Context: an optimization exercise on an open-source flow, tuned for small area. The choices shown serve that exercise and are no tape-out recipe.
RTL that was checked went through simulation tests only; none was proved equivalent to the original.
Function not checked in runs 1 and 2: the RTL went through the layout flow alone.

`flow/config.mk`:
```
export PLATFORM = sky130hd
export DESIGN_NAME = axi_dma_mc_sched
export DESIGN_NICKNAME = axi_dma_mc_sched
export VERILOG_FILES = /design/flow/design.v
export SDC_FILE = /design/flow/constraint.sdc
export NUM_CORES = 4
export LEC_CHECK = 0
export CAP_MARGIN = 20
export CORE_MARGIN = 2
export CORE_UTILIZATION = 40
export SLEW_MARGIN = 20
```
`flow/constraint.sdc`:
```
create_clock -name core_clock -period 9.0 [get_ports {clk}]
set_input_delay 1.8000 -clock core_clock [delete_from_list [all_inputs] [get_ports {clk}]]
set_output_delay 1.8000 -clock core_clock [all_outputs]
set_load 0.01 [all_outputs]
```
`flow/design.v`:
```
module axi_dma_mc_sched #(
  parameter int NUM_CH     = 4,
  parameter int AXI_ADDR_W = 32,
  parameter int AXI_DATA_W = 128,
  parameter int LEN_W      = 24,
  parameter int MAX_BURST  = 16,
  parameter int MAX_OUT    = 8
) (
  input  logic                   clk,
  input  logic                   rst_n,
  input  logic [NUM_CH-1:0]            ch_req_valid,
  output logic [NUM_CH-1:0]            ch_req_ready,
  input  logic [NUM_CH*AXI_ADDR_W-1:0] ch_req_src,
  input  logic [NUM_CH*AXI_ADDR_W-1:0] ch_req_dst,
  input  logic [NUM_CH*LEN_W-1:0]      ch_req_len,
  output logic                         cmd_valid,
  input  logic                         cmd_ready,
  output logic [((NUM_CH > 1) ? $clog2(NUM_CH) : 1)-1:0] cmd_ch,
  output logic [AXI_ADDR_W-1:0]        cmd_src,
  output logic [AXI_ADDR_W-1:0]        cmd_dst,
  output logic [7:0]                   cmd_len,
  output logic                         cmd_last,
  input  logic                         cpl_valid,
  input  logic [((NUM_CH > 1) ? $clog2(NUM_CH) : 1)-1:0] cpl_ch,
  input  logic                         cpl_err,
  output logic [NUM_CH-1:0]      ch_busy,
  output logic [NUM_CH-1:0]      ch_done,
  output logic [NUM_CH-1:0]      ch_err,
  input  logic [NUM_CH-1:0]      intr_en,
  input  logic [NUM_CH-1:0]      intr_clr,
  output logic                   intr_pend,
  output logic                   proto_err
);
  localparam int AW = 28;
  localparam int RW = 20;
  logic [3:0]    busy_q, iss_q, done_q, err_q, stat_q;
  logic [3:0]    out_q [4];
  logic          intr_pend_q, proto_err_q, cmd_valid_q;
  logic [1:0]    ptr_q;
  logic [AW-1:0] src_q [4];
  logic [AW-1:0] dst_q [4];
  logic [RW-1:0] rem_q [4];
  logic [AW-1:0] cmd_src_q, cmd_dst_q;
  logic [3:0]    cmd_len_q;
  logic          cmd_last_q;
  logic [3:0] elig, gnt;
  logic [1:0] gnt_idx;
  logic       any_elig, take, load;
  always_comb begin
    for (int i = 0; i < 4; i++) elig[i] = iss_q[i] & ~out_q[i][3];
  end
  always_comb begin
    case (ptr_q)
      2'd0: gnt = elig[1] ? 4'b0010 : elig[2] ? 4'b0100 : elig[3] ? 4'b1000 : {3'b000, elig[0]};
      2'd1: gnt = elig[2] ? 4'b0100 : elig[3] ? 4'b1000 : elig[0] ? 4'b0001 : {2'b00, elig[1], 1'b0};
      2'd2: gnt = elig[3] ? 4'b1000 : elig[0] ? 4'b0001 : elig[1] ? 4'b0010 : {1'b0, elig[2], 2'b00};
      default: gnt = elig[0] ? 4'b0001 : elig[1] ? 4'b0010 : elig[2] ? 4'b0100 : {elig[3], 3'b000};
    endcase
    gnt_idx  = {gnt[3] | gnt[2], gnt[3] | gnt[1]};
    any_elig = |elig;
  end
  assign take = ~cmd_valid_q | cmd_ready;
  assign load = any_elig & take;
  logic [AW-1:0] s_src, s_dst, n_src, n_dst;
  logic [RW-1:0] s_rem, n_rem;
  logic [3:0]    s_m1, d_m1, r_m1, sd_m1, m1;
  logic          r_small, c_sd, c_r, last;
  logic [4:0]    s_lo, d_lo, r_lo;
  logic [AW-5:0] s_hi_inc, d_hi_inc;
  logic [RW-5:0] r_hi_dec;
  always_comb begin
    s_src = '0;
    s_dst = '0;
    s_rem = '0;
    for (int i = 0; i < 4; i++) begin
      s_src = s_src | ({AW{gnt[i]}} & src_q[i]);
      s_dst = s_dst | ({AW{gnt[i]}} & dst_q[i]);
      s_rem = s_rem | ({RW{gnt[i]}} & rem_q[i]);
    end
    s_m1    = (s_src[7:4] == 4'hF) ? ~s_src[3:0] : 4'hF;
    d_m1    = (s_dst[7:4] == 4'hF) ? ~s_dst[3:0] : 4'hF;
    r_m1    = (s_rem[RW-1:4] == '0) ? (s_rem[3:0] - 4'd1) : 4'hF;
    r_small = (s_rem[RW-1:5] == '0) && (!s_rem[4] || (s_rem[3:0] == 4'd0));
    c_sd    = (s_m1 <= d_m1);
    sd_m1   = c_sd ? s_m1 : d_m1;
    c_r     = (r_m1 <= sd_m1);
    m1      = c_r ? r_m1 : sd_m1;
    last    = r_small & c_r;
    s_lo     = {1'b0, s_src[3:0]} + {1'b0, m1} + 5'd1;
    d_lo     = {1'b0, s_dst[3:0]} + {1'b0, m1} + 5'd1;
    r_lo     = {1'b0, s_rem[3:0]} - {1'b0, m1} - 5'd1;
    s_hi_inc = s_src[AW-1:4] + 1'b1;
    d_hi_inc = s_dst[AW-1:4] + 1'b1;
    r_hi_dec = s_rem[RW-1:4] - 1'b1;
    n_src    = {s_lo[4] ? s_hi_inc : s_src[AW-1:4], s_lo[3:0]};
    n_dst    = {d_lo[4] ? d_hi_inc : s_dst[AW-1:4], d_lo[3:0]};
    n_rem    = {r_lo[4] ? r_hi_dec : s_rem[RW-1:4], r_lo[3:0]};
  end
  always_ff @(posedge clk) begin
    for (int i = 0; i < 4; i++) begin
      logic ld, up, hd;
      ld = ~busy_q[i];
      up = busy_q[i] & load & gnt[i];
      hd = busy_q[i] & ~(load & gnt[i]);
      src_q[i] <= ({AW{ld}} & ch_req_src[i*32+4 +: AW]) | ({AW{up}} & n_src) | ({AW{hd}} & src_q[i]);
      dst_q[i] <= ({AW{ld}} & ch_req_dst[i*32+4 +: AW]) | ({AW{up}} & n_dst) | ({AW{hd}} & dst_q[i]);
      rem_q[i] <= ({RW{ld}} & ch_req_len[i*24+4 +: RW]) | ({RW{up}} & n_rem) | ({RW{hd}} & rem_q[i]);
    end
  end
  always_ff @(posedge clk) begin
    if (take) begin
      cmd_src_q  <= s_src;
      cmd_dst_q  <= s_dst;
      cmd_len_q  <= m1;
      cmd_last_q <= last;
    end
  end
  logic [3:0] cpl_hit, dec, acc, zlen, issue_now;
  logic [3:0] out_d [4];
  logic [3:0] stat_d;
  always_comb begin
    for (int i = 0; i < 4; i++) begin
      cpl_hit[i]   = cpl_valid && (cpl_ch == 2'(i));
      dec[i]       = cpl_hit[i] && (out_q[i] != 4'd0);
      acc[i]       = ~busy_q[i] & ch_req_valid[i];
      zlen[i]      = (ch_req_len[i*24+4 +: RW] == '0);
      issue_now[i] = load & gnt[i];
      out_d[i]     = out_q[i] + {3'd0, issue_now[i]} - {3'd0, dec[i]};
      stat_d[i]    = (stat_q[i] & ~intr_clr[i]) | done_q[i];
    end
  end
  always_ff @(posedge clk or negedge rst_n) begin
    if (!rst_n) begin
      busy_q      <= '0;
      iss_q       <= '0;
      done_q      <= '0;
      err_q       <= '0;
      stat_q      <= '0;
      for (int i = 0; i < 4; i++) out_q[i] <= '0;
      intr_pend_q <= 1'b0;
      proto_err_q <= 1'b0;
      cmd_valid_q <= 1'b0;
      ptr_q       <= 2'd0;
    end else begin
      for (int i = 0; i < 4; i++) begin
        out_q[i] <= out_d[i];
        err_q[i] <= acc[i] ? 1'b0 : (err_q[i] | (dec[i] & cpl_err));
        if (!busy_q[i]) begin
          busy_q[i] <= ch_req_valid[i];
          iss_q[i]  <= ch_req_valid[i] & ~zlen[i];
          done_q[i] <= ch_req_valid[i] & zlen[i];
        end else if (iss_q[i]) begin
          if (issue_now[i] && last) iss_q[i] <= 1'b0;
          done_q[i] <= 1'b0;
        end else begin
          if (done_q[i]) begin
            busy_q[i] <= 1'b0;
            done_q[i] <= 1'b0;
          end else begin
            done_q[i] <= (out_d[i] == 4'd0);
          end
        end
      end
      stat_q      <= stat_d;
      intr_pend_q <= |(stat_d & intr_en);
      proto_err_q <= proto_err_q | (|(cpl_hit & ~dec));
      if (take) cmd_valid_q <= any_elig;
      if (load) ptr_q <= gnt_idx;
    end
  end
  assign ch_req_ready = ~busy_q;
  assign ch_busy      = busy_q;
  assign ch_done      = done_q;
  assign ch_err       = err_q;
  assign intr_pend    = intr_pend_q;
  assign proto_err    = proto_err_q;
  assign cmd_valid    = cmd_valid_q;
  assign cmd_ch       = ptr_q;
  assign cmd_src      = {cmd_src_q, 4'd0};
  assign cmd_dst      = {cmd_dst_q, 4'd0};
  assign cmd_len      = {4'd0, cmd_len_q};
  assign cmd_last     = cmd_last_q;
endmodule
```
`flow/flow/run.sh`:
```
#!/bin/bash
# Own layout flow: the standard ORFS flow (standard.sh), with
#  - synthesis run unchanged except for an area-oriented ABC mapping script
#    (registers are mapped by dfflibmap before ABC, so they are the standard ones);
#  - port buffers of the smallest buffer cell;
#  - a clock tree from small clock buffers, without dummy loads.
# Each tool's output goes to a log file of its own in the work folder.
set -euo pipefail
W=$(pwd)
rm -rf "$W/orfs_scripts"
cp -r "$FLOW_HOME/scripts" "$W/orfs_scripts"
cp "$W/flow/abc_area.script" "$W/orfs_scripts/abc_area.script"
bash standard.sh SCRIPTS_DIR="$W/orfs_scripts" ABC_AREA=1 synth > "$W/flow_synth.log" 2>&1
source "$W/flow/knobs.sh"
bash standard.sh "${KNOBS[@]}" finish > "$W/flow_layout.log" 2>&1
```
`flow/flow/abc_area.script`:
```
strash; &get -n; &fraig -x; &put; scorr; dc2; dretime; strash; &get -n; &dch -f; &nf -R 1000; &put; topo
```
`flow/flow/knobs.sh`:
```
KNOBS=(
  "BUFFER_PORTS_ARGS=-buffer_cell sky130_fd_sc_hd__buf_1"
  "CTS_ARGS=-sink_clustering_enable -repair_clock_nets -dont_use_dummy_load -buf_list sky130_fd_sc_hd__clkbuf_4 sky130_fd_sc_hd__clkbuf_8"
)
```
`flow/standard.sh`:
```
#!/bin/bash
# synth_recipe.tcl (not shown) runs the flow's synth.tcl, then flattens the netlist and writes it again
# the make line also repeats each setting of config.mk as NAME=value (left out here)
make -C /OpenROAD-flow-scripts/flow DESIGN_CONFIG=/design/flow/config.mk WORK_HOME=/design/flow/orfs CLKGATE_MAP_FILE= SYNTH_SCRIPT=/design/flow/synth_recipe.tcl "${@:-finish}"
```
==> flow_metrics.tcl, run 1 <==
set metrics [dict create \
    status "did not finish" \
    haltStage "clock tree synthesis" \
    error_line "[ERROR STA-0564] clock_tree_synthesis positional arguments not supported." \
    synth.most_common_cell "dfxtp_1" \
    dp.cells 3017 \
    seq_area_frac_synth 0.486 \
    dp_hpwl_mm 50.5 \
    initial_core_util 0.406 \
    synthArstFlopShare 0.101 \
    synth_top_area_cell "dfxtp_1" \
    place_congestion 0.906 \
    ys_types 50 \
    port_buffers 404 \
    boundaryPins 465 \
    yosys_warnings 6 \
    avgSynthCellArea_um2 9.50 \
    syn_inst 1939 \
    synth-seq-cells 406 \
    synthFlopType "dfxtp_1" \
    die_h_um 219 \
    pre_cts_slack_ps -244 \
    synth_top_area_frac 0.330 \
    num_rows 78 \
    synth_common_cells "304 x dfxtp_1, 278 x clkinv_1, 258 x o21ai_0" \
    place_area_um2 21300 \
    synthTopCellsByArea "dfxtp_1 33%, a22oi_1 10%, edfxtp_1 9.9%" \
    syn_area_um2 18400 \
    synth_enable_flop_cells 61 \
    fp.dieW_um 219 \
]
[cells by family after synthesis]
group                    count (synthesis)  share of synthesized area
multiplexers                             4                    0.00224
AO/OA/AOI/OAI                          758                      0.287
AND/OR/NAND/NOR                        366                     0.0958
buffers and inverters                  290                     0.0615
other                                    1                   0.000204
XOR/XNOR                                64                     0.0304
adder cells (fa/ha/maj)                 50                     0.0368
flip-flops                             406                      0.486
[worst max path at each step]
stage	slack, ps	to	start
after floorplan	30	src_q[2][27]	iss_q[2]
after global placement	-10	src_q[3][27]	iss_q[2]
after detailed placement	-240	src_q[1][27]	iss_q[2]
[metrics by stage]
step	hold slack [ps]	utilization
2_1_floorplan	443	-
3_5_place_dp	459	0.470
3_3_place_gp	455	0.470
==> inputs of run 2 (changes only) <==
==> flow/flow/knobs.sh (replaced) <==
KNOBS=(
  "BUFFER_PORTS_ARGS=-buffer_cell sky130_fd_sc_hd__buf_1"
  "CTS_ARGS=-sink_clustering_enable -repair_clock_nets -dont_use_dummy_load -buf_list {sky130_fd_sc_hd__clkbuf_4 sky130_fd_sc_hd__clkbuf_8}"
)
==> flow_metrics.tcl, run 2 <==
set metrics [dict create \
    timing.max_cap.violations 0 \
    grt_pass1_vias 18400 \
    initial_core_util 0.406 \
    core-area_um2 45400 \
    synth_common_cells "304 x dfxtp_1, 278 x clkinv_1, 258 x o21ai_0" \
    layout_setup_ws_ps 443 \
    period_share 0.951 \
    reg2reg_depth 45 \
    grt_max_degree 58 \
    setup-tns-final_ps 0 \
    dp_hpwl_mm 50.5 \
    fillers 4390 \
    ant_nets 0 \
    synth_top_area_cell "dfxtp_1" \
    drtIter0Drc 2815 \
    criticalPathCategory "reg2reg" \
    required_ps 9500 \
    cp_max_fo 6 \
    rrSetupSlack_ps 440 \
    worst_path_dominant_cell_family "simple AND/OR/NAND/NOR gates" \
    path_clk_slew_ps 60 \
    drt-total-wl_mm 76.1 \
    slowest_stage "fa_1" \
    dp.cells 3017 \
    layout_commonest_cell "buf_1" \
    synth_top_area_frac 0.330 \
    hold_viol 0 \
    place_congestion 0.906 \
    die_h_um 219 \
    fin_area_um2 22600 \
    min_to "rem_q[1][17]" \
    clock.fmax_mhz 117 \
    insertion_delay_ps 650 \
    reg_top3 "dst_q x112, src_q x112, rem_q x80" \
    synth-seq-cells 406 \
    syn_inst 1939 \
    avgSynthCellArea_um2 9.50 \
    status "no timing/DRC/antenna violations" \
    regArea_um2 8950 \
    dr.pass1.iters 8 \
    hold_buffers 0 \
    clk_path_buf_depth 3 \
    numCtsBuffers 72 \
    overflow 0 \
    drcViolationCount 0 \
    place_area_um2 21300 \
    detail_route.wl_per_cell_um 24.5 \
    fin_skew_ps 39.6 \
    path_buf_inv 6 \
    via_per_inst 6.03 \
    syn_area_um2 18400 \
    hold_slack_ps 473 \
    critPathLaunchType "register" \
    seq_area_frac_synth 0.486 \
    cts-root-buf "clkbuf_8" \
    synthArstFlopShare 0.101 \
    slew_violations 0 \
    synthTopCellsByArea "dfxtp_1 33%, a22oi_1 10%, edfxtp_1 9.9%" \
    fp.dieArea_um2 47800 \
    multi_input_area_um2 8650 \
    cpMostUsedCell "o21ai_1" \
    critPathArrivalTime_ps 9050 \
    port_buffers 404 \
    nets 2920 \
    holdPathStages 2 \
    synth_enable_flop_cells 61 \
    boundaryPins 465 \
    final_cell_mix "403 x buf_1, 304 x dfxtp_1, 272 x clkinv_1" \
    min_period_ps 8560 \
    reg2reg_from "iss_q[2]" \
    setup_viol 0 \
    fin_util 0.497 \
    worst_slew_pin_slew_ps 1090 \
    cts_tree "done" \
    num_rows 78 \
    critical_path.endpoint_type "register" \
    grt_pass1_wl_mm 111 \
    max_stage_delay_ps 420 \
    drive_gt1_frac 0.0845 \
    synthFlopType "dfxtp_1" \
    fp.dieW_um 219 \
    maxSlewHeadroom 0.272 \
    hp-class "reg2reg" \
    vias 18700 \
    ys_types 50 \
    gr-usage-all-layers 0.308 \
    ctsHtreeMaxLevel 3 \
    synth.most_common_cell "dfxtp_1" \
    layout.cells.non_filler 3103 \
    pre_cts_slack_ps -244 \
    cts_num_sinks 406 \
    antenna_found_initial 7 \
    min_from "rem_q[1][17]" \
    area_growth_pct 22.4 \
    regToRegEndpoint "src_q[0][27]" \
    yosys_warnings 6 \
]
## run 2: cells by family after synthesis
group,after synthesis,share of synthesized area
compound gates,758,0.287
xor+xnor,64,0.0304
fa+ha+maj,50,0.0368
buf+inv,290,0.0615
flops,406,0.486
mux,4,0.00224
other cells,1,0.000204
simple gates,366,0.0958
## run 2: worst max path at each step
stage / from / endpoint / slack (ps) / cells after the start
after floorplan: iss_q[2] / src_q[2][27] / 30 / 43
after global routing: iss_q[2] / src_q[2][27] / -60 / 45
after CTS: iss_q[2] / src_q[0][27] / 6 / 44
final: iss_q[2] / src_q[0][27] / 440 / 45
after detailed placement: iss_q[2] / src_q[1][27] / -240 / 43
after global placement: iss_q[2] / src_q[3][27] / -10 / 43
## run 2: tightest hold or removal path, stage by stage (launching register included)
cell,delay (ps)
dfxtp_1,320
a22oi_1,60
o21ai_0,60
## run 2: area by class of cell
cell class | count | area share
Timing Repair Buffer | 487 | 0.0956
Tap cell | 600 | 0.0333
Sequential cell | 406 | 0.397
Antenna cell | 6 | 0.000666
Inverter | 278 | 0.0463
Clock buffer | 72 | 0.0439
Multi-Input combinational cell | 1254 | 0.383
## run 2: per-layer routing
| layer | vias up | global-route usage | share of wire |
|---|---|---|---|
| met5 | - | 0 | 0.00030 |
| met4 | 4 | 0.131 | 0.039 |
| met3 | 193 | 0.0566 | 0.095 |
| met2 | 1153 | 0.491 | 0.46 |
| met1 | 9046 | 0.409 | 0.41 |
| li1 | 8324 | - | - |
## run 2: what timing repair did
action	CTS	global route
gates resized for setup	7	39
endpoints found under the setup margin	24	78
pin swaps	3	11
setup buffers	6	2
==> inputs of run 3 (changes only) <==
--- a/flow/design.v
+++ b/flow/design.v
@@ -50,14 +50,18 @@
     for (int i = 0; i < 4; i++) elig[i] = iss_q[i] & ~out_q[i][3];
   end
   always_comb begin
+    logic [3:0] rot;
+    logic [1:0] k;
     case (ptr_q)
-      2'd0: gnt = elig[1] ? 4'b0010 : elig[2] ? 4'b0100 : elig[3] ? 4'b1000 : {3'b000, elig[0]};
-      2'd1: gnt = elig[2] ? 4'b0100 : elig[3] ? 4'b1000 : elig[0] ? 4'b0001 : {2'b00, elig[1], 1'b0};
-      2'd2: gnt = elig[3] ? 4'b1000 : elig[0] ? 4'b0001 : elig[1] ? 4'b0010 : {1'b0, elig[2], 2'b00};
-      default: gnt = elig[0] ? 4'b0001 : elig[1] ? 4'b0010 : elig[2] ? 4'b0100 : {elig[3], 3'b000};
+      2'd0: rot = {elig[0], elig[3], elig[2], elig[1]};
+      2'd1: rot = {elig[1], elig[0], elig[3], elig[2]};
+      2'd2: rot = {elig[2], elig[1], elig[0], elig[3]};
+      default: rot = elig;
     endcase
-    gnt_idx  = {gnt[3] | gnt[2], gnt[3] | gnt[1]};
+    k = rot[0] ? 2'd0 : rot[1] ? 2'd1 : rot[2] ? 2'd2 : 2'd3;
+    gnt_idx = ptr_q + 2'd1 + k;
     any_elig = |elig;
+    for (int i = 0; i < 4; i++) gnt[i] = any_elig && (gnt_idx == 2'(i));
   end
   assign take = ~cmd_valid_q | cmd_ready;
   assign load = any_elig & take;
@@ -65,9 +69,6 @@
   logic [RW-1:0] s_rem, n_rem;
   logic [3:0]    s_m1, d_m1, r_m1, sd_m1, m1;
   logic          r_small, c_sd, c_r, last;
-  logic [4:0]    s_lo, d_lo, r_lo;
-  logic [AW-5:0] s_hi_inc, d_hi_inc;
-  logic [RW-5:0] r_hi_dec;
   always_comb begin
     s_src = '0;
     s_dst = '0;
@@ -86,15 +87,9 @@
     c_r     = (r_m1 <= sd_m1);
     m1      = c_r ? r_m1 : sd_m1;
     last    = r_small & c_r;
-    s_lo     = {1'b0, s_src[3:0]} + {1'b0, m1} + 5'd1;
-    d_lo     = {1'b0, s_dst[3:0]} + {1'b0, m1} + 5'd1;
-    r_lo     = {1'b0, s_rem[3:0]} - {1'b0, m1} - 5'd1;
-    s_hi_inc = s_src[AW-1:4] + 1'b1;
-    d_hi_inc = s_dst[AW-1:4] + 1'b1;
-    r_hi_dec = s_rem[RW-1:4] - 1'b1;
-    n_src    = {s_lo[4] ? s_hi_inc : s_src[AW-1:4], s_lo[3:0]};
-    n_dst    = {d_lo[4] ? d_hi_inc : s_dst[AW-1:4], d_lo[3:0]};
-    n_rem    = {r_lo[4] ? r_hi_dec : s_rem[RW-1:4], r_lo[3:0]};
+    n_src   = s_src + {{(AW-4){1'b0}}, m1} + 1'b1;
+    n_dst   = s_dst + {{(AW-4){1'b0}}, m1} + 1'b1;
+    n_rem   = s_rem - {{(RW-4){1'b0}}, m1} - 1'b1;
   end
   always_ff @(posedge clk) begin
     for (int i = 0; i < 4; i++) begin
==> flow/run.sh (new file) <==
#!/bin/bash
# synth_recipe.tcl (not shown) runs the flow's synth.tcl, then flattens the netlist and writes it again
# the make line also repeats each setting of config.mk as NAME=value (left out here)
make -C /OpenROAD-flow-scripts/flow DESIGN_CONFIG=/design/flow/config.mk WORK_HOME=/design/flow/orfs CLKGATE_MAP_FILE= SYNTH_SCRIPT=/design/flow/synth_recipe.tcl finish
--- a/flow/config.mk
+++ b/flow/config.mk
@@ -5,6 +5,7 @@
 export SDC_FILE = /design/flow/constraint.sdc
 export NUM_CORES = 4
 export LEC_CHECK = 0
+export ABC_AREA = 1
 export CAP_MARGIN = 20
 export CORE_MARGIN = 2
 export CORE_UTILIZATION = 40
removed: flow/flow/run.sh
removed: flow/flow/abc_area.script
removed: flow/flow/knobs.sh
removed: flow/standard.sh
==> flow_metrics.tcl, run 3 <==
set metrics [dict create \
    fp.dieArea_um2 56000 \
    drtIter0Drc 2200 \
    core-area_um2 53700 \
    clk_path_buf_depth 3 \
    boundaryPins 465 \
    numCtsBuffers 47 \
    synth_top_area_frac 0.281 \
    drcViolationCount 0 \
    syn_inst 3001 \
    insertion_delay_ps 600 \
    criticalPathCategory "reg2reg" \
    cts_num_sinks 406 \
    hold_viol 0 \
    synthArstFlopShare 0.101 \
    min_period_ps 8370 \
    rsz0062_at_grt "no" \
    dp_hpwl_mm 60.9 \
    critPathArrivalTime_ps 8860 \
    gr-usage-all-layers 0.305 \
    synth_common_cells "1016 x nand2_1, 365 x inv_1, 338 x nand3_1" \
    drive_gt1_frac 0.0773 \
    cpMostUsedCell "nand2_1" \
    port_buffers 404 \
    hold_slack_ps 458 \
    via_per_inst 5.42 \
    fp.dieW_um 237 \
    place_congestion 0.908 \
    ys_types 60 \
    layout_commonest_cell "nand2_1" \
    grt_pass1_vias 21800 \
    timing.max_cap.violations 0 \
    synth_enable_flop_cells 61 \
    drt-total-wl_mm 87.9 \
    hold_buffers 0 \
    die_h_um 237 \
    setup-tns-final_ps 0 \
    path_clk_slew_ps 60 \
    slew_violations 0 \
    ctsHtreeMaxLevel 2 \
    fin_skew_ps 26.7 \
    dr.pass1.iters 5 \
    syn_area_um2 21700 \
    num_rows 85 \
    synth.most_common_cell "nand2_1" \
    synthTopCellsByArea "dfxtp_1 28%, nand2_1 18%, edfxtp_1 8.5%" \
    hp-class "reg2reg" \
    overflow 0 \
    cts_tree "done" \
    clock.fmax_mhz 119 \
    synth_top_area_cell "dfxtp_1" \
    ant_nets 0 \
    period_share 0.930 \
    yosys_warnings 6 \
    vias 22200 \
    worst_slew_pin_slew_ps 1140 \
    synth-seq-cells 406 \
    nets 3783 \
    critical_path.endpoint_type "register" \
    grt_max_degree 65 \
    cts-root-buf "clkbuf_16" \
    seq_area_frac_synth 0.413 \
    reg_top3 "dst_q x112, src_q x112, rem_q x80" \
    max_stage_delay_ps 520 \
    fillers 5129 \
    status "no timing/DRC/antenna violations" \
    avgSynthCellArea_um2 7.22 \
    critPathLaunchType "register" \
    final_cell_mix "1015 x nand2_1, 403 x clkdlybuf4s50_1, 360 x inv_1" \
    synthFlopType "dfxtp_1" \
    required_ps 9490 \
    detail_route.wl_per_cell_um 21.4 \
    initial_core_util 0.403 \
    area_growth_pct 28.4 \
    maxSlewHeadroom 0.238 \
    antenna_found_initial 5 \
    slowest_stage "dfrtp_1" \
    setup_viol 0 \
    grt_pass1_wl_mm 131 \
    cp_max_fo 20 \
]
-- run 3: final timing paths --
check | startpoint | to | slack [ps] | depth (start not counted)
max | ptr_q[1] | dst_q[3][23] | 630 | 49
min | rem_q[3][1] | rem_q[3][1] | 460 | 2
max reg2reg | ptr_q[1] | dst_q[3][23] | 630 | 49
min reg2reg | rem_q[3][1] | rem_q[3][1] | 460 | 2
max in group asynchronous | rst_n | cmd_valid_q | 7040 | 1
min in group asynchronous | rst_n | done_q[2] | 1360 | 1
-- run 3: kinds of logic after synthesis --
group	share of synthesized area
buf+inv	0.102
fa+ha+maj	0.0307
xor+xnor	0.0228
other cells	0.000173
flops	0.413
simple gates	0.353
compound gates	0.0787
-- run 3: final cells by class --
| cell class | count | area [um^2] | area share |
|---|---|---|---|
| timing repair buffer | 440 | 4330 | 0.155 |
| inverter | 393 | 1480 | 0.0533 |
| sequential | 406 | 8940 | 0.322 |
| clock buffer | 51 | 1210 | 0.0436 |
| antenna | 5 | 12.5 | 0.000450 |
| tap | 696 | 871 | 0.0313 |
| clock inverter | 37 | 355 | 0.0128 |
| multi-input combinational | 2075 | 10600 | 0.382 |
-- run 3: through the flow --
stage,std cells,worst slack [ps],utilization,cell area (um^2)
floorplan,3012,2090,-,21700
global placement,4009,784,0.488,26200
detailed placement,4009,682,0.488,26200
CTS,4097,644,0.517,27800
global route,4103,13.7,0.518,27800
finish,4103,631,0.518,27800
-- run 3: timing repair --
item | CTS | global route
setup buffers | 0 | 1
resized for setup | 0 | 1
setup endpoints to repair | 0 | 42
-- run 3: per-layer routing --
layer / GRT usage / part of all wire / wire length [um]
met5: 0 / 0 / 0
met2: 0.505 / 0.47 / 41300
met3: 0.0486 / 0.086 / 7540
met1: 0.400 / 0.41 / 36200
met4: 0.119 / 0.033 / 2890
-- run 3: worst max-delay path: cells and delay by family, from the launching register on --
family	cells	cell delay [ps]
AOI/OAI and AO/OA	6	930
xor gates and xnor gates	1	280
adders and majority gates	4	1020
buffers and inverters	8	980
DFF	1	520
and+or+nand+nor	30	4490
==> inputs of run 4 (changes only) <==
--- a/flow/design.v
+++ b/flow/design.v
@@ -50,43 +50,45 @@
     for (int i = 0; i < 4; i++) elig[i] = iss_q[i] & ~out_q[i][3];
   end
   always_comb begin
-    logic [3:0] rot;
-    logic [1:0] k;
     case (ptr_q)
-      2'd0: rot = {elig[0], elig[3], elig[2], elig[1]};
-      2'd1: rot = {elig[1], elig[0], elig[3], elig[2]};
-      2'd2: rot = {elig[2], elig[1], elig[0], elig[3]};
-      default: rot = elig;
+      2'd0: gnt = elig[1] ? 4'b0010 : elig[2] ? 4'b0100 : elig[3] ? 4'b1000 : {3'b000, elig[0]};
+      2'd1: gnt = elig[2] ? 4'b0100 : elig[3] ? 4'b1000 : elig[0] ? 4'b0001 : {2'b00, elig[1], 1'b0};
+      2'd2: gnt = elig[3] ? 4'b1000 : elig[0] ? 4'b0001 : elig[1] ? 4'b0010 : {1'b0, elig[2], 2'b00};
+      default: gnt = elig[0] ? 4'b0001 : elig[1] ? 4'b0010 : elig[2] ? 4'b0100 : {elig[3], 3'b000};
     endcase
-    k = rot[0] ? 2'd0 : rot[1] ? 2'd1 : rot[2] ? 2'd2 : 2'd3;
-    gnt_idx = ptr_q + 2'd1 + k;
+    gnt_idx  = {gnt[3] | gnt[2], gnt[3] | gnt[1]};
     any_elig = |elig;
-    for (int i = 0; i < 4; i++) gnt[i] = any_elig && (gnt_idx == 2'(i));
   end
   assign take = ~cmd_valid_q | cmd_ready;
   assign load = any_elig & take;
   logic [AW-1:0] s_src, s_dst, n_src, n_dst;
   logic [RW-1:0] s_rem, n_rem;
-  logic [3:0]    s_m1, d_m1, r_m1, sd_m1, m1;
-  logic          r_small, c_sd, c_r, last;
+  logic [3:0]    s_m1, d_m1, r_m1, m1;
+  logic          r_small, c_sd, c_sr, c_dr, pick_s, pick_d, pick_r, last;
+  logic [4:0]    s_lo, d_lo, r_lo;
+  logic [AW-5:0] s_hi_inc, d_hi_inc;
+  logic [RW-5:0] r_hi_dec;
   always_comb begin
     s_src = '0;
     s_dst = '0;
     s_rem = '0;
     for (int i = 0; i < 4; i++) begin
-      s_src = s_src | ({AW{gnt[i]}} & src_q[i]);
-      s_dst = s_dst | ({AW{gnt[i]}} & dst_q[i]);
-      s_rem = s_rem | ({RW{gnt[i]}} & rem_q[i]);
+      s_src = s_src | ({AW{gnt[i]}} & ~src_q[i]);
+      s_dst = s_dst | ({AW{gnt[i]}} & ~dst_q[i]);
+      s_rem = s_rem | ({RW{gnt[i]}} & ~rem_q[i]);
     end
     s_m1    = (s_src[7:4] == 4'hF) ? ~s_src[3:0] : 4'hF;
     d_m1    = (s_dst[7:4] == 4'hF) ? ~s_dst[3:0] : 4'hF;
     r_m1    = (s_rem[RW-1:4] == '0) ? (s_rem[3:0] - 4'd1) : 4'hF;
     r_small = (s_rem[RW-1:5] == '0) && (!s_rem[4] || (s_rem[3:0] == 4'd0));
     c_sd    = (s_m1 <= d_m1);
-    sd_m1   = c_sd ? s_m1 : d_m1;
-    c_r     = (r_m1 <= sd_m1);
-    m1      = c_r ? r_m1 : sd_m1;
-    last    = r_small & c_r;
+    c_sr    = (s_m1 < r_m1);
+    c_dr    = (d_m1 < r_m1);
+    pick_s  = c_sd & c_sr;
+    pick_d  = ~c_sd & c_dr;
+    pick_r  = ~(pick_s | pick_d);
+    m1      = ({4{pick_s}} & s_m1) | ({4{pick_d}} & d_m1) | ({4{pick_r}} & r_m1);
+    last    = r_small & pick_r;
     n_src   = s_src + {{(AW-4){1'b0}}, m1} + 1'b1;
     n_dst   = s_dst + {{(AW-4){1'b0}}, m1} + 1'b1;
     n_rem   = s_rem - {{(RW-4){1'b0}}, m1} - 1'b1;
@@ -97,9 +99,9 @@
       ld = ~busy_q[i];
       up = busy_q[i] & load & gnt[i];
       hd = busy_q[i] & ~(load & gnt[i]);
-      src_q[i] <= ({AW{ld}} & ch_req_src[i*32+4 +: AW]) | ({AW{up}} & n_src) | ({AW{hd}} & src_q[i]);
-      dst_q[i] <= ({AW{ld}} & ch_req_dst[i*32+4 +: AW]) | ({AW{up}} & n_dst) | ({AW{hd}} & dst_q[i]);
-      rem_q[i] <= ({RW{ld}} & ch_req_len[i*24+4 +: RW]) | ({RW{up}} & n_rem) | ({RW{hd}} & rem_q[i]);
+      src_q[i] <= ~(({AW{ld}} & ch_req_src[i*32+4 +: AW]) | ({AW{up}} & n_src) | ({AW{hd}} & ~src_q[i]));
+      dst_q[i] <= ~(({AW{ld}} & ch_req_dst[i*32+4 +: AW]) | ({AW{up}} & n_dst) | ({AW{hd}} & ~dst_q[i]));
+      rem_q[i] <= ~(({RW{ld}} & ch_req_len[i*24+4 +: RW]) | ({RW{up}} & n_rem) | ({RW{hd}} & ~rem_q[i]));
     end
   end
   always_ff @(posedge clk) begin
==> flow/flow/run.sh (new file) <==
#!/bin/bash
# Own layout flow: the standard ORFS flow (standard.sh), with
#  - synthesis run unchanged except for an area-oriented ABC mapping script
#    (registers are mapped by dfflibmap before ABC, so they are the standard ones);
#  - port buffers of the smallest buffer cell;
#  - a clock tree from small clock buffers, without dummy loads.
# Each tool's output goes to a log file of its own in the work folder.
set -euo pipefail
W=$(pwd)
rm -rf "$W/orfs_scripts"
cp -r "$FLOW_HOME/scripts" "$W/orfs_scripts"
cp "$W/flow/abc_area.script" "$W/orfs_scripts/abc_area.script"
bash standard.sh SCRIPTS_DIR="$W/orfs_scripts" ABC_AREA=1 synth > "$W/flow_synth.log" 2>&1
source "$W/flow/knobs.sh"
bash standard.sh "${KNOBS[@]}" finish > "$W/flow_layout.log" 2>&1
==> flow/flow/abc_area.script (new file) <==
strash; &get -n; &fraig -x; &put; scorr; dc2; dretime; strash; &get -n; &dch -f; &nf -R 1000; &put; topo
==> flow/flow/knobs.sh (new file) <==
KNOBS=(
  "BUFFER_PORTS_ARGS=-buffer_cell sky130_fd_sc_hd__buf_1"
  "CTS_ARGS=-sink_clustering_enable -repair_clock_nets -dont_use_dummy_load -sink_clustering_size 16 -sink_clustering_max_diameter 60 -buf_list {sky130_fd_sc_hd__clkbuf_8}"
)
==> flow/standard.sh (new file) <==
#!/bin/bash
# synth_recipe.tcl (not shown) runs the flow's synth.tcl, then flattens the netlist and writes it again
# the make line also repeats each setting of config.mk as NAME=value (left out here)
make -C /OpenROAD-flow-scripts/flow DESIGN_CONFIG=/design/flow/config.mk WORK_HOME=/design/flow/orfs CLKGATE_MAP_FILE= SYNTH_SCRIPT=/design/flow/synth_recipe.tcl "${@:-finish}"
--- a/flow/config.mk
+++ b/flow/config.mk
@@ -5,8 +5,7 @@
 export SDC_FILE = /design/flow/constraint.sdc
 export NUM_CORES = 4
 export LEC_CHECK = 0
-export ABC_AREA = 1
 export CAP_MARGIN = 20
 export CORE_MARGIN = 2
-export CORE_UTILIZATION = 40
+export CORE_UTILIZATION = 60
 export SLEW_MARGIN = 20
removed: flow/run.sh
==> flow_metrics.tcl, run 4 <==
set metrics [dict create \
    required_ps 9490 \
    synthFlopType "dfxtp_1" \
    min_period_ps 8570 \
    synth_enable_flop_cells 61 \
    nets 2791 \
    place_congestion 0.962 \
    setup_viol 0 \
    drt-total-wl_mm 67.2 \
    hold_buffers 0 \
    detail_route.wl_per_cell_um 24.3 \
    critical_path.endpoint_type "register" \
    multi_input_area_um2 8490 \
    die_h_um 175 \
    period_share 0.953 \
    rrSetupSlack_ps 430 \
    insertion_delay_ps 590 \
    ctsHtreeMaxLevel 2 \
    ys_types 52 \
    status "no timing/DRC/antenna violations" \
    vias 18600 \
    cp_max_fo 24 \
    fin_skew_ps 73.7 \
    grt_pass1_vias 18200 \
    avgSynthCellArea_um2 9.35 \
    critPathArrivalTime_ps 9060 \
    cts_num_sinks 406 \
    critPathLaunchType "register" \
    synth_common_cells "396 x nor2_1, 304 x dfxtp_1, 201 x o22ai_1" \
    synthTopCellsByArea "dfxtp_1 35%, edfxtp_1 10%, nor2_1 8.5%" \
    dp.cells 2710 \
    num_rows 62 \
    port_buffers 404 \
    criticalPathCategory "reg2reg" \
    synth_top_area_cell "dfxtp_1" \
    timing.max_cap.violations 0 \
    via_per_inst 6.71 \
    layout_commonest_cell "buf_1" \
    synth-seq-cells 406 \
    numCtsBuffers 35 \
    regArea_um2 8940 \
    hp-class "reg2reg" \
    fp.dieW_um 175 \
    grt_pass1_wl_mm 101 \
    seq_area_frac_synth 0.509 \
    cts-root-buf "clkbuf_8" \
    yosys_warnings 6 \
    ant_nets 0 \
    initial_core_util 0.611 \
    path_clk_slew_ps 100 \
    synth_top_area_frac 0.346 \
    slew_violations 0 \
    antenna_found_initial 14 \
    reg_top3 "dst_q x112, src_q x112, rem_q x80" \
    worst_slew_pin_slew_ps 1050 \
    synth.most_common_cell "nor2_1" \
    hold_viol 0 \
    dr.pass1.iters 7 \
    drive_gt1_frac 0.0535 \
    boundaryPins 465 \
    area_growth_pct 17.6 \
    overflow 0 \
    gr-usage-all-layers 0.422 \
    final_cell_mix "403 x buf_1, 396 x nor2_1, 304 x dfxtp_1" \
    fp.dieArea_um2 30700 \
    max_stage_delay_ps 490 \
    clk_path_buf_depth 3 \
    clock.fmax_mhz 117 \
    synthArstFlopShare 0.101 \
    layout.cells.non_filler 2767 \
    syn_area_um2 17600 \
    cts_tree "done" \
    core-area_um2 28800 \
    syn_inst 1880 \
    drcViolationCount 0 \
    fillers 2364 \
    maxSlewHeadroom 0.302 \
    drtIter0Drc 2210 \
    slowest_stage "dfrtp_1" \
    dp_hpwl_mm 43.1 \
    grt_max_degree 67 \
]
==> run 4: cell families after synthesis <==
group / synth area share
AO/OA/AOI/OAI: 0.251
XOR/XNOR: 0.0309
adder cells (fa/ha/maj): 0.0357
buffers and inverters: 0.0243
flip-flops: 0.509
other: 0.000213
AND/OR/NAND/NOR: 0.149
==> run 4: layout make-up <==
| class | instances | area share |
|---|---|---|
| Antenna cell | 11 | 0.00133 |
| Tap cell | 384 | 0.0232 |
| Clock buffer | 35 | 0.0233 |
| Inverter | 90 | 0.0164 |
| Multi-Input combinational cell | 1385 | 0.410 |
| Sequential cell | 406 | 0.432 |
| Timing Repair Buffer | 456 | 0.0930 |
==> run 4: final timing paths <==
check / startpoint / endpoint / depth (start not counted)
worst max register to register: ptr_q[1] / src_q[0][24] / 36
min in group asynchronous: rst_n / out_q[0][1] / 1
worst max-delay path: ptr_q[1] / src_q[0][24] / 36
worst min-delay path: stat_q[3] / stat_q[3] / 1
max in group asynchronous: rst_n / out_q[1][1] / 1
worst min register to register: stat_q[3] / stat_q[3] / 1
==> run 4: per-layer routing <==
layer / up-vias / share of wire / track usage
met5: - / 0.0013 / 0
met4: 14 / 0.054 / 0.240
met3: 284 / 0.13 / 0.106
met2: 1362 / 0.45 / 0.659
met1: 8806 / 0.37 / 0.533
li1: 8109 / - / -
==> run 4: critical path, delay by kind of cell, from the launching register on <==
| family | cells | cell delay (ps) |
|---|---|---|
| adders and majority gates | 2 | 760 |
| and+or+nand+nor | 18 | 3960 |
| DFF | 1 | 490 |
| AOI/OAI and AO/OA | 11 | 2170 |
| xor gates and xnor gates | 1 | 310 |
| buffers and inverters | 4 | 790 |
==> run 4: metrics by stage <==
| step | hold WS [ps] | setup TNS [ps] | cell area, um^2 | utilization | setup slack (ps) |
|---|---|---|---|---|---|
| 2_1_floorplan | 445 | 0 | 17600 | - | 93.2 |
| 3_3_place_gp | 458 | 0 | 20000 | 0.694 | 595 |
| 3_5_place_dp | 466 | 0 | 20000 | 0.694 | 358 |
| 4_1_cts | 486 | 0 | 20500 | 0.711 | 308 |
| 5_1_grt | 512 | -61.9 | 20700 | 0.718 | -42.7 |
| 6_report | 484 | 0 | 20700 | 0.719 | 426 |
==> run 4: timing repair <==
action | 4_1_cts | 5_1_grt
resized for setup | 0 | 21
setup buffers | 0 | 9
setup endpoints to repair | 0 | 50
==> inputs of run 5 (changes only) <==
==> flow/flow/knobs.sh (replaced) <==
KNOBS=(
  "BUFFER_PORTS_ARGS=-buffer_cell sky130_fd_sc_hd__buf_1"
  "CTS_ARGS=-sink_clustering_enable -repair_clock_nets -dont_use_dummy_load -sink_clustering_size 24 -sink_clustering_max_diameter 50 -buf_list {sky130_fd_sc_hd__clkbuf_16}"
)
==> flow_metrics.tcl, run 5 <==
set metrics [dict create \
    status "no timing/DRC/antenna violations" \
    critPathLaunchType "register" \
    drcViolationCount 0 \
    setup-tns-final_ps 0 \
    clock.fmax_mhz 117 \
    detail_route.wl_per_cell_um 24.4 \
    ctsHtreeMaxLevel 2 \
    clk_path_buf_depth 3 \
    numCtsBuffers 38 \
    gr-usage-all-layers 0.422 \
    overflow 0 \
    dr.pass1.iters 8 \
    initial_core_util 0.611 \
    grt_pass1_vias 18200 \
    cts_num_sinks 406 \
    antenna_found_initial 16 \
    syn_inst 1880 \
    setup_viol 0 \
    drtIter0Drc 2287 \
    hold_slack_ps 479 \
    synthFlopType "dfxtp_1" \
    insertion_delay_ps 540 \
    final_cell_mix "403 x buf_1, 395 x nor2_1, 304 x dfxtp_1" \
    ant_nets 0 \
    maxSlewHeadroom 0.300 \
    yosys_warnings 6 \
    synth-seq-cells 406 \
    synth.most_common_cell "nor2_1" \
    syn_area_um2 17600 \
    criticalPathCategory "reg2reg" \
    synthTopCellsByArea "dfxtp_1 35%, edfxtp_1 10%, nor2_1 8.5%" \
    fillers 2293 \
    cts_tree "done" \
    timing.max_cap.violations 0 \
    layout_commonest_cell "buf_1" \
    avgSynthCellArea_um2 9.35 \
    num_rows 62 \
    critical_path.endpoint_type "register" \
    slew_violations 0 \
    grt_max_degree 67 \
    port_buffers 404 \
    nets 2787 \
    required_ps 9430 \
    ys_types 52 \
    max_stage_delay_ps 480 \
    holdPathStages 1 \
    hold_viol 0 \
    fin_skew_ps 36.4 \
    slowest_stage "dfrtp_1" \
    seq_area_frac_synth 0.509 \
    synth_top_area_frac 0.346 \
    synthArstFlopShare 0.101 \
    worst_slew_pin_slew_ps 1050 \
    drt-total-wl_mm 67.4 \
    synth_enable_flop_cells 61 \
    fin_area_um2 21100 \
    synth_common_cells "396 x nor2_1, 304 x dfxtp_1, 201 x o22ai_1" \
    hp-class "reg2reg" \
    core-area_um2 28800 \
    via_per_inst 6.71 \
    cts-root-buf "clkbuf_16" \
    reg_top3 "dst_q x112, src_q x112, rem_q x80" \
    period_share 0.949 \
    synth_top_area_cell "dfxtp_1" \
    critPathArrivalTime_ps 8980 \
    vias 18600 \
    fp.dieArea_um2 30700 \
    path_clk_slew_ps 60 \
    reg2reg_depth 36 \
    area_growth_pct 19.9 \
    boundaryPins 465 \
    cp_max_fo 24 \
    place_congestion 0.962 \
    die_h_um 175 \
    grt_pass1_wl_mm 101 \
    dp_hpwl_mm 43.1 \
    drive_gt1_frac 0.0524 \
    min_period_ps 8540 \
    place_area_um2 20000 \
    fp.dieW_um 175 \
]
[run 5: final cells by class]
type	count	area, um^2	area share
Sequential cell	406	8940	0.424
Multi-Input combinational cell	1385	8480	0.402
Timing Repair Buffer	449	1870	0.0886
Clock buffer	38	951	0.0451
Tap cell	384	480	0.0228
Inverter	90	339	0.0161
Antenna cell	12	30.0	0.00142
[run 5: repair_timing]
| item | CTS | global route |
|---|---|---|
| hold buffers | 0 | 0 |
| setup endpoints to repair | 0 | 52 |
| gates resized for setup | 0 | 21 |
| buffers inserted | 0 | 2 |
| endpoints found under the hold margin | 0 | 0 |
[run 5: cell families (layout without fill, tap and decap cells)]
family,count (synthesis),count (layout),synth area share
AOI/OAI and AO/OA,648,650,0.251
xor gates and xnor gates,62,62,0.0309
adders and majority gates,46,46,0.0357
buffers and inverters,102,577,0.0243
DFF,406,406,0.509
other,1,24,0.000213
and+or+nand+nor,615,615,0.149
[run 5: stage by stage]
step | setup slack, ps | instances | utilization
3_5_place_dp | 358 | 2710 | 0.694
2_1_floorplan | 93.2 | 1891 | -
4_1_cts | 269 | 2748 | 0.727
3_3_place_gp | 595 | 2710 | 0.694
6_report | 457 | 2764 | 0.733
5_1_grt | -81.4 | 2759 | 0.732
[run 5: worst paths after layout]
check                               endpoint  slack, ps      start
worst max-delay path            src_q[0][24]        460   ptr_q[1]
worst min-delay path               stat_q[3]        480  stat_q[3]
worst max register to register  src_q[0][24]        460   ptr_q[1]
worst min register to register     stat_q[3]        480  stat_q[3]
max in group asynchronous          stat_q[1]       7020      rst_n
min in group asynchronous        out_q[0][2]       1390      rst_n
[run 5: critical path, delay by kind of cell, from the launching register on]
kind	cells	cell delay, ps
buf+inv	4	830
flops	1	480
compound gates	11	2110
xor+xnor	1	310
fa+ha+maj	2	760
simple gates	18	3900
[run 5: per-layer routing]
layer,GRT usage,part of all wire
met3,0.105,0.13
met1,0.527,0.37
met5,0,0.0016
met4,0.243,0.055
met2,0.668,0.45
==> inputs of run 6 (changes only) <==
==> flow/flow/abc_area.script (replaced) <==
strash; &get -n; &fraig -x; &put; scorr; dc2; dretime; strash; &get -n; &dch -f; &nf -R 20; &put; strash; dc2; &get -n; &dch -f; &nf -R 20; &put; topo
==> flow/flow/knobs.sh (replaced) <==
KNOBS=(
  "BUFFER_PORTS_ARGS=-buffer_cell sky130_fd_sc_hd__buf_1"
  "CTS_ARGS=-sink_clustering_enable -repair_clock_nets -dont_use_dummy_load -sink_clustering_size 16 -sink_clustering_max_diameter 60 -buf_list {sky130_fd_sc_hd__clkbuf_8}"
)
==> flow_metrics.tcl, run 6 <==
set metrics [dict create \
    overflow 0 \
    fin_util 0.720 \
    fin_area_um2 20800 \
    fillers 2413 \
    antenna_found_initial 10 \
    critical_path.endpoint_type "register" \
    grt_max_degree 77 \
    place_congestion 0.930 \
    hp-class "reg2reg" \
    port_buffers 404 \
    period_share 0.937 \
    synth-seq-cells 406 \
    critPathLaunchType "register" \
    ys_types 54 \
    numCtsBuffers 35 \
    seq_area_frac_synth 0.505 \
    hold_slack_ps 495 \
    boundaryPins 465 \
    slew_violations 0 \
    nets 2805 \
    grt_pass1_vias 18300 \
    final_cell_mix "403 x buf_1, 304 x dfxtp_1, 284 x o22ai_1" \
    synth_top_area_cell "dfxtp_1" \
    hold_viol 0 \
    cp_max_fo 22 \
    vias 18800 \
    pre_cts_slack_ps 44.8 \
    rsz0062_at_grt "no" \
    via_per_inst 6.76 \
    layout_setup_ws_ps 564 \
    drt-total-wl_mm 66.2 \
    synth_enable_flop_cells 61 \
    layout_commonest_cell "buf_1" \
    criticalPathCategory "reg2reg" \
    setup_viol 0 \
    clock.fmax_mhz 119 \
    yosys_warnings 6 \
    drcViolationCount 0 \
    synth.most_common_cell "dfxtp_1" \
    setup-tns-final_ps 0 \
    synthFlopType "dfxtp_1" \
    ctsHtreeMaxLevel 2 \
    dp_hpwl_mm 43.3 \
    num_rows 62 \
    fp.dieW_um 176 \
    maxSlewHeadroom 0.212 \
    slowest_stage "or4_1" \
    timing.max_cap.violations 0 \
    max_stage_delay_ps 590 \
    fp.dieArea_um2 30900 \
    drive_gt1_frac 0.0541 \
    detail_route.wl_per_cell_um 23.8 \
    critPathArrivalTime_ps 8900 \
    syn_area_um2 17700 \
    dr.pass1.iters 6 \
    cts-root-buf "clkbuf_8" \
    cts_num_sinks 406 \
    reg_top3 "dst_q x112, src_q x112, rem_q x80" \
    insertion_delay_ps 590 \
    grt_pass1_wl_mm 100 \
    required_ps 9470 \
    synth_top_area_frac 0.344 \
    min_period_ps 8440 \
    synth_common_cells "304 x dfxtp_1, 284 x o22ai_1, 257 x nor2_1" \
    clk_path_buf_depth 3 \
    synthArstFlopShare 0.101 \
    fin_skew_ps 57.4 \
    initial_core_util 0.613 \
    hold_buffers 0 \
    avgSynthCellArea_um2 9.36 \
    ant_nets 0 \
    gr-usage-all-layers 0.417 \
    die_h_um 176 \
    area_growth_pct 17.4 \
    status "no timing/DRC/antenna violations" \
    syn_inst 1891 \
    core-area_um2 28900 \
    cts_tree "done" \
    path_clk_slew_ps 100 \
    drtIter0Drc 2335 \
    synthTopCellsByArea "dfxtp_1 34%, edfxtp_1 10%, o22ai_1 10%" \
    worst_slew_pin_slew_ps 1180 \
    place_area_um2 20200 \
]
-- run 6: changes by cell type after synthesis, sizes merged, moves of 7 or more --
| cell | previous run | this run |
|---|---|---|
| or2 | 1 | 11 |
| o22ai | 201 | 284 |
| a221oi | 115 | 76 |
| o22a | 22 | 1 |
| a211oi | 79 | 47 |
| o221ai | 23 | 3 |
| nor3 | 25 | 35 |
| nor2 | 396 | 257 |
| xnor2 | 42 | 49 |
| nand2 | 73 | 60 |
| a21oi | 131 | 237 |
| nor4 | 27 | 64 |
-- run 6: final timing paths --
check / startpoint / endpoint / slack, ps / cells past startpoint
worst min register to register: stat_q[2] / stat_q[2] / 500 / 1
worst max register to register: ptr_q[1] / dst_q[3][26] / 560 / 33
max in group asynchronous: rst_n / out_q[2][2] / 7060 / 1
worst min-delay path: stat_q[2] / stat_q[2] / 500 / 1
worst max-delay path: ptr_q[1] / dst_q[3][26] / 560 / 33
min in group asynchronous: rst_n / err_q[0] / 1350 / 1
-- run 6: kinds of logic after synthesis --
logic type / after synthesis / share of synthesized area
compound gates: 729 / 0.256
simple gates: 535 / 0.143
fa+ha+maj: 46 / 0.0355
flops: 406 / 0.505
xor+xnor: 70 / 0.0346
buf+inv: 104 / 0.0246
other cells: 1 / 0.000212
-- run 6: critical path, delay by kind of cell, from the launching register on --
kind,cells,cell delay (ps)
simple gates,17,4610
compound gates,9,1490
buf+inv,4,780
flops,1,490
fa+ha+maj,2,720
xor+xnor,1,210
-- run 6: area by class of cell --
class                           instances  area, um^2  area share
Inverter                               92         345      0.0166
Antenna cell                           11        27.5     0.00132
Multi-Input combinational cell       1392        8540       0.411
Clock buffer                           35         482      0.0232
Sequential cell                       406        8940       0.430
Timing Repair Buffer                  461        1960      0.0942
Tap cell                              384         480      0.0231
-- run 6: per-stage QoR --
step / cells
2_1_floorplan: 1902
3_3_place_gp: 2733
3_5_place_dp: 2733
4_1_cts: 2768
5_1_grt: 2779
6_report: 2781
-- run 6: routing by layer --
metal  wire, um  global-route usage  up-vias
met5          0                   0        -
met4       3620               0.221        0
met3       8040              0.0732      266
met2      29900               0.666     1492
met1      24700               0.542     8767
li1           -                   -     8283
-- run 6: repair_timing --
| item | 4_1_cts | 5_1_grt |
|---|---|---|
| buffers inserted | 0 | 2 |
| setup endpoints to repair | 0 | 40 |
| endpoints found under the hold margin | 0 | 0 |
| gates resized for setup | 0 | 16 |
==> inputs of run 7 (changes only) <==
==> flow/flow/abc_area.script (replaced) <==
strash; &get -n; &fraig -x; &put; scorr; dc2; dretime; strash; &get -n; &dch -f; &nf -R 1000; &put; strash; dc2; &get -n; &dch -f; &nf -R 1000; &put; topo
==> flow/flow/knobs.sh (replaced) <==
KNOBS=(
  "BUFFER_PORTS_ARGS=-buffer_cell sky130_fd_sc_hd__buf_1"
  "CTS_ARGS=-sink_clustering_enable -repair_clock_nets -dont_use_dummy_load -sink_clustering_size 16 -sink_clustering_max_diameter 60 -buf_list {sky130_fd_sc_hd__clkbuf_8}"
  "REMOVE_ABC_BUFFERS=1"
)
==> flow_metrics.tcl, run 7 <==
set metrics [dict create \
    reg2reg_from "iss_q[2]" \
    synthArstFlopShare 0.101 \
    die_h_um 174 \
    syn_inst 1858 \
    clock.fmax_mhz 117 \
    drive_gt1_frac 0.0566 \
    grt_pass1_vias 17800 \
    layout_setup_ws_ps 448 \
    ant_nets 0 \
    boundaryPins 465 \
    status "no timing/DRC/antenna violations" \
    detail_route.wl_per_cell_um 23.8 \
    critical_path.endpoint_type "register" \
    overflow 0 \
    drt-total-wl_mm 65.6 \
    syn_area_um2 17400 \
    required_ps 9400 \
    min_period_ps 8550 \
    slowest_stage "or3_1" \
    num_rows 62 \
    synth.most_common_cell "nor2_1" \
    setup_viol 0 \
    cp-startpoint "iss_q[2]" \
    via_per_inst 6.72 \
    pre_cts_slack_ps 80.1 \
    timing.max_cap.violations 0 \
    port_buffers 404 \
    avgSynthCellArea_um2 9.35 \
    cts-root-buf "clkbuf_8" \
    min_from "stat_q[2]" \
    synth_common_cells "310 x nor2_1, 306 x o22ai_1, 304 x dfxtp_1" \
    worst_slew_pin_slew_ps 1200 \
    final_cell_mix "403 x buf_1, 309 x nor2_1, 306 x o22ai_1" \
    synth_top_area_frac 0.350 \
    path_clk_slew_ps 100 \
    hold_viol 0 \
    critPathLaunchType "register" \
    synthTopCellsByArea "dfxtp_1 35%, o22ai_1 11%, edfxtp_1 11%" \
    yosys_warnings 6 \
    cp_max_fo 17 \
    grt_pass1_wl_mm 98.2 \
    hp-class "reg2reg" \
    holdPathStages 1 \
    min_to "stat_q[2]" \
    criticalPathCategory "reg2reg" \
    drcViolationCount 0 \
    drtIter0Drc 2458 \
    maxSlewHeadroom 0.202 \
    reg_top3 "dst_q x112, src_q x112, rem_q x80" \
    hold_buffers 0 \
    vias 18500 \
    nets 2770 \
    fp.dieArea_um2 30300 \
    critPathArrivalTime_ps 8950 \
    synth_top_area_cell "dfxtp_1" \
    core-area_um2 28600 \
    seq_area_frac_synth 0.515 \
    cts_tree "done" \
    clk_path_buf_depth 3 \
    rrSetupSlack_ps 450 \
    dr.pass1.iters 6 \
    numCtsBuffers 34 \
    ys_types 48 \
    grt_max_degree 81 \
    dp_hpwl_mm 41.8 \
    regToRegEndpoint "src_q[0][27]" \
    fp.dieW_um 174 \
    cts_num_sinks 406 \
    setup-tns-final_ps 0 \
    area_growth_pct 18.0 \
    antenna_found_initial 16 \
    period_share 0.950 \
    synth_enable_flop_cells 61 \
    slew_violations 0 \
    insertion_delay_ps 580 \
    ctsHtreeMaxLevel 2 \
    layout_commonest_cell "buf_1" \
    max_stage_delay_ps 500 \
    place_congestion 0.915 \
    initial_core_util 0.607 \
    synthFlopType "dfxtp_1" \
    synth-seq-cells 406 \
    fin_skew_ps 42.4 \
    gr-usage-all-layers 0.414 \
    reg2reg_depth 36 \
]
[run 7: cell count changes in the layout (fill, tap and decap cells not counted), moves of 20 or more]
cell,change
nor2_1,+56
nor4_1,-34
o22ai_1,+22
nor3_1,-21
a21oi_1,-41
a221oi_1,+20
[run 7: worst max-delay path by stage]
stage | end | slack (ps) | cells past startpoint
after floorplan | dst_q[0][27] | -1150 | 32
after global placement | src_q[2][26] | 300 | 34
after detailed placement | src_q[2][26] | 80 | 34
after global routing | src_q[3][26] | -120 | 35
after CTS | src_q[2][26] | 60 | 34
final | src_q[0][27] | 450 | 36
[run 7: layout make-up]
type / count / area (um^2)
Tap cell: 384 / 480
Clock buffer: 34 / 468
Inverter: 101 / 384
Sequential cell: 406 / 8950
Multi-Input combinational cell: 1352 / 8250
Fill cell: 2392 / 8110
Timing Repair Buffer: 458 / 1950
Antenna cell: 17 / 42.5
[run 7: worst max-delay path: cells and delay by family, from the launching register on]
| family | cells | cell delay [ps] |
|---|---|---|
| compound gates | 7 | 1740 |
| xor+xnor | 1 | 380 |
| fa+ha+maj | 2 | 640 |
| buf+inv | 3 | 580 |
| flops | 1 | 410 |
| simple gates | 23 | 4610 |
[run 7: logic make-up (layout without fill, tap and decap cells)]
family / after synthesis / in the layout / synth area share
flip-flops: 406 / 406 / 0.515
AO/OA/AOI/OAI: 720 / 720 / 0.262
AND/OR/NAND/NOR: 506 / 508 / 0.127
XOR/XNOR: 66 / 66 / 0.0333
other: 1 / 29 / 0.000216
adder cells (fa/ha/maj): 46 / 46 / 0.0361
buffers and inverters: 113 / 593 / 0.0270
[run 7: timing repair]
action,CTS,global route
hold endpoints to repair,0,0
endpoints found under the setup margin,0,53
resized for setup,0,24
setup buffers,0,6
[run 7: through the flow]
stage	instance area (um^2)	util	cells	hold slack, ps
global route	20500	0.716	2747	512
finish	20500	0.717	2752	485
global placement	19800	0.693	2693	456
detailed placement	19800	0.693	2693	466
CTS	20300	0.709	2727	489
floorplan	17300	-	1857	445
[run 7: layer usage]
layer	vias up	track usage	part of all wire
li1	8086	-	-
met4	4	0.216	0.053
met2	1401	0.656	0.45
met5	-	0	0.00041
met1	8763	0.533	0.38
met3	237	0.0923	0.12
==> inputs of run 8 (changes only) <==
==> flow/flow/knobs.sh (replaced) <==
KNOBS=(
  "BUFFER_PORTS_ARGS=-buffer_cell sky130_fd_sc_hd__buf_1"
  "CTS_ARGS=-sink_clustering_enable -repair_clock_nets -dont_use_dummy_load -sink_clustering_size 16 -sink_clustering_max_diameter 60 -buf_list {sky130_fd_sc_hd__clkbuf_8}"
)
==> flow_metrics.tcl, run 8 <==
set metrics [dict create \
    synth-seq-cells 406 \
    reg_top3 "dst_q x112, src_q x112, rem_q x80" \
    overflow 0 \
    numCtsBuffers 35 \
    met3_usage 0.0941 \
    ys_types 48 \
    fin_skew_ps 36.4 \
    vias 18300 \
    critPathLaunchType "register" \
    cts_tree "done" \
    required_ps 9400 \
    synthFlopType "dfxtp_1" \
    antenna_found_initial 8 \
    drtIter0Drc 2265 \
    grt_max_degree 64 \
    grt_pass1_wl_mm 99.0 \
    period_share 0.944 \
    die_h_um 174 \
    holdPathStages 1 \
    met1_usage 0.534 \
    regArea_um2 8950 \
    syn_area_um2 17400 \
    clock.fmax_mhz 118 \
    clk_path_buf_depth 3 \
    grtUsageMet2 0.658 \
    insertion_delay_ps 580 \
    synth_enable_flop_cells 61 \
    num_rows 62 \
    min_from "stat_q[3]" \
    hold_buffers 0 \
    seq_area_frac_synth 0.515 \
    synth_common_cells "310 x nor2_1, 306 x o22ai_1, 304 x dfxtp_1" \
    layout_commonest_cell "buf_1" \
    maxSlewHeadroom 0.263 \
    ctsHtreeMaxLevel 2 \
    post_cts_buffers 0 \
    grt_busiest_layer "met2" \
    multi_input_area_um2 8370 \
    synth_top_area_frac 0.350 \
    synthTopCellsByArea "dfxtp_1 35%, o22ai_1 11%, edfxtp_1 11%" \
    rsz0062_at_grt "no" \
    timing.max_cap.violations 0 \
    worst_slew_pin_slew_ps 1100 \
    nets 2748 \
    avgSynthCellArea_um2 9.35 \
    fp.dieArea_um2 30300 \
    reg2reg_depth 32 \
    dr.pass1.iters 8 \
    area_growth_pct 17.8 \
    hp-class "reg2reg" \
    gr-usage-all-layers 0.417 \
    critPathArrivalTime_ps 8900 \
    criticalPathCategory "reg2reg" \
    hold_viol 0 \
    synth_top_area_cell "dfxtp_1" \
    cts-root-buf "clkbuf_8" \
    cp-startpoint "iss_q[1]" \
    via_per_inst 6.69 \
    core-area_um2 28600 \
    syn_inst 1858 \
    port_buffers 404 \
    hold_slack_ps 482 \
    ant_nets 0 \
    min_period_ps 8500 \
    initial_core_util 0.607 \
    yosys_warnings 6 \
    place_congestion 0.897 \
    path_clk_slew_ps 90 \
    cts_resized 0 \
    setup_viol 0 \
    setup-tns-final_ps 0 \
    critical_path.endpoint_type "register" \
    dp_hpwl_mm 41.8 \
    reg2reg_from "iss_q[1]" \
    cts_num_sinks 406 \
    synth.most_common_cell "nor2_1" \
    slew_violations 0 \
    slowest_stage "o21ai_0" \
    drcViolationCount 0 \
    grt_pass1_vias 17900 \
    boundaryPins 465 \
    status "no timing/DRC/antenna violations" \
    final_cell_mix "403 x buf_1, 309 x nor2_1, 306 x o22ai_1" \
    detail_route.wl_per_cell_um 23.9 \
    max_stage_delay_ps 630 \
    drt-total-wl_mm 65.3 \
    drive_gt1_frac 0.0558 \
    synthArstFlopShare 0.101 \
    fp.dieW_um 174 \
    fillers 2334 \
    cp_max_fo 38 \
]
run 8: cell types whose count changed in the layout (fill, tap and decap cells not counted), sizes merged:
cell,before,now
diode,17,15
buf,458,437
clkbuf,34,35
nand2,62,60
run 8: worst paths after layout:
| path | endpoint | slack, ps |
|---|---|---|
| worst max-delay path | dst_q[3][27] | 500 |
| worst max register to register | dst_q[3][27] | 500 |
| worst min-delay path | stat_q[3] | 480 |
| worst min register to register | stat_q[3] | 480 |
| max in group asynchronous | ptr_q[1] | 7010 |
| min in group asynchronous | out_q[1][1] | 1360 |
run 8: final cells by class:
class	count	area share
multi-input combinational	1350	0.409
timing repair buffer	437	0.0868
inverter	101	0.0188
antenna	15	0.00183
sequential	406	0.437
clock buffer	35	0.0235
tap	384	0.0235
run 8: per-stage QoR:
| step | area (um^2) | setup WS, ps | instances | utilization |
|---|---|---|---|---|
| after floorplan | 17700 | -507 | 1869 | - |
| after global routing | 20500 | 18.1 | 2719 | 0.714 |
| after detailed placement | 20000 | 601 | 2678 | 0.697 |
| after CTS | 20400 | 601 | 2713 | 0.714 |
| final | 20500 | 500 | 2728 | 0.715 |
| after global placement | 20000 | 824 | 2678 | 0.697 |
run 8: kinds of logic after synthesis:
kind of cell	share of synthesized area
adders and majority gates	0.0361
xor gates and xnor gates	0.0333
buffers and inverters	0.0270
and+or+nand+nor	0.127
AOI/OAI and AO/OA	0.262
DFF	0.515
other	0.000216
run 8: worst max-delay path: cells and delay by family (launching register included):
kind | cells | cell delay [ps]
and+or+nand+nor | 19 | 4910
AOI/OAI and AO/OA | 8 | 2040
adders and majority gates | 2 | 480
DFF | 1 | 400
xor gates and xnor gates | 1 | 330
buffers and inverters | 2 | 150
run 8: per-layer routing:
| metal | vias to the layer above | part of all wire |
|---|---|---|
| met5 | - | 0.00041 |
| met1 | 8572 | 0.37 |
| met4 | 4 | 0.052 |
| li1 | 8010 | - |
| met3 | 264 | 0.13 |
| met2 | 1404 | 0.45 |

## re-timing with driven ports
The results above use ideal ports. As a check the final layouts listed here were re-extracted and re-timed, cells and wires unchanged.
Step 1 (the two cells are an assumption about what drives the block):
set clk [get_ports {clk}]
set_driving_cell -lib_cell sky130_fd_sc_hd__clkbuf_16 $clk
set_driving_cell -lib_cell sky130_fd_sc_hd__buf_2 [delete_from_list [all_inputs] $clk]
Step 2 also shifts input and output timing later by t, the mid clock arrival at the registers, as if the neighbouring blocks saw the same clock.
a / b / c = ideal ports / drivers / drivers and shift; a / b = the first two.
| run | t, ns | setup slack, ns | hold WS [ns] | worst register clock-pin slew, ns |
|---|---|---|---|---|
| run 2 | 0.676 | 0.443 / 0.443 / 0.443 | 0.473 / 0.473 / 0.473 | 0.06 / 0.06 |
| run 3 | 0.639 | 0.631 / 0.631 / 0.631 | 0.458 / 0.458 / 0.458 | 0.07 / 0.07 |
| run 4 | 0.602 | 0.426 / 0.426 / 0.426 | 0.484 / 0.484 / 0.484 | 0.10 / 0.10 |
| run 5 | 0.571 | 0.457 / 0.457 / 0.457 | 0.479 / 0.479 / 0.479 | 0.08 / 0.08 |
| run 6 | 0.607 | 0.564 / 0.564 / 0.564 | 0.495 / 0.495 / 0.495 | 0.10 / 0.10 |
| run 7 | 0.607 | 0.448 / 0.448 / 0.448 | 0.485 / 0.485 / 0.485 | 0.11 / 0.11 |
| run 8 | 0.607 | 0.500 / 0.500 / 0.500 | 0.482 / 0.482 / 0.482 | 0.11 / 0.11 |
After both steps setup and hold are still met in every run listed.
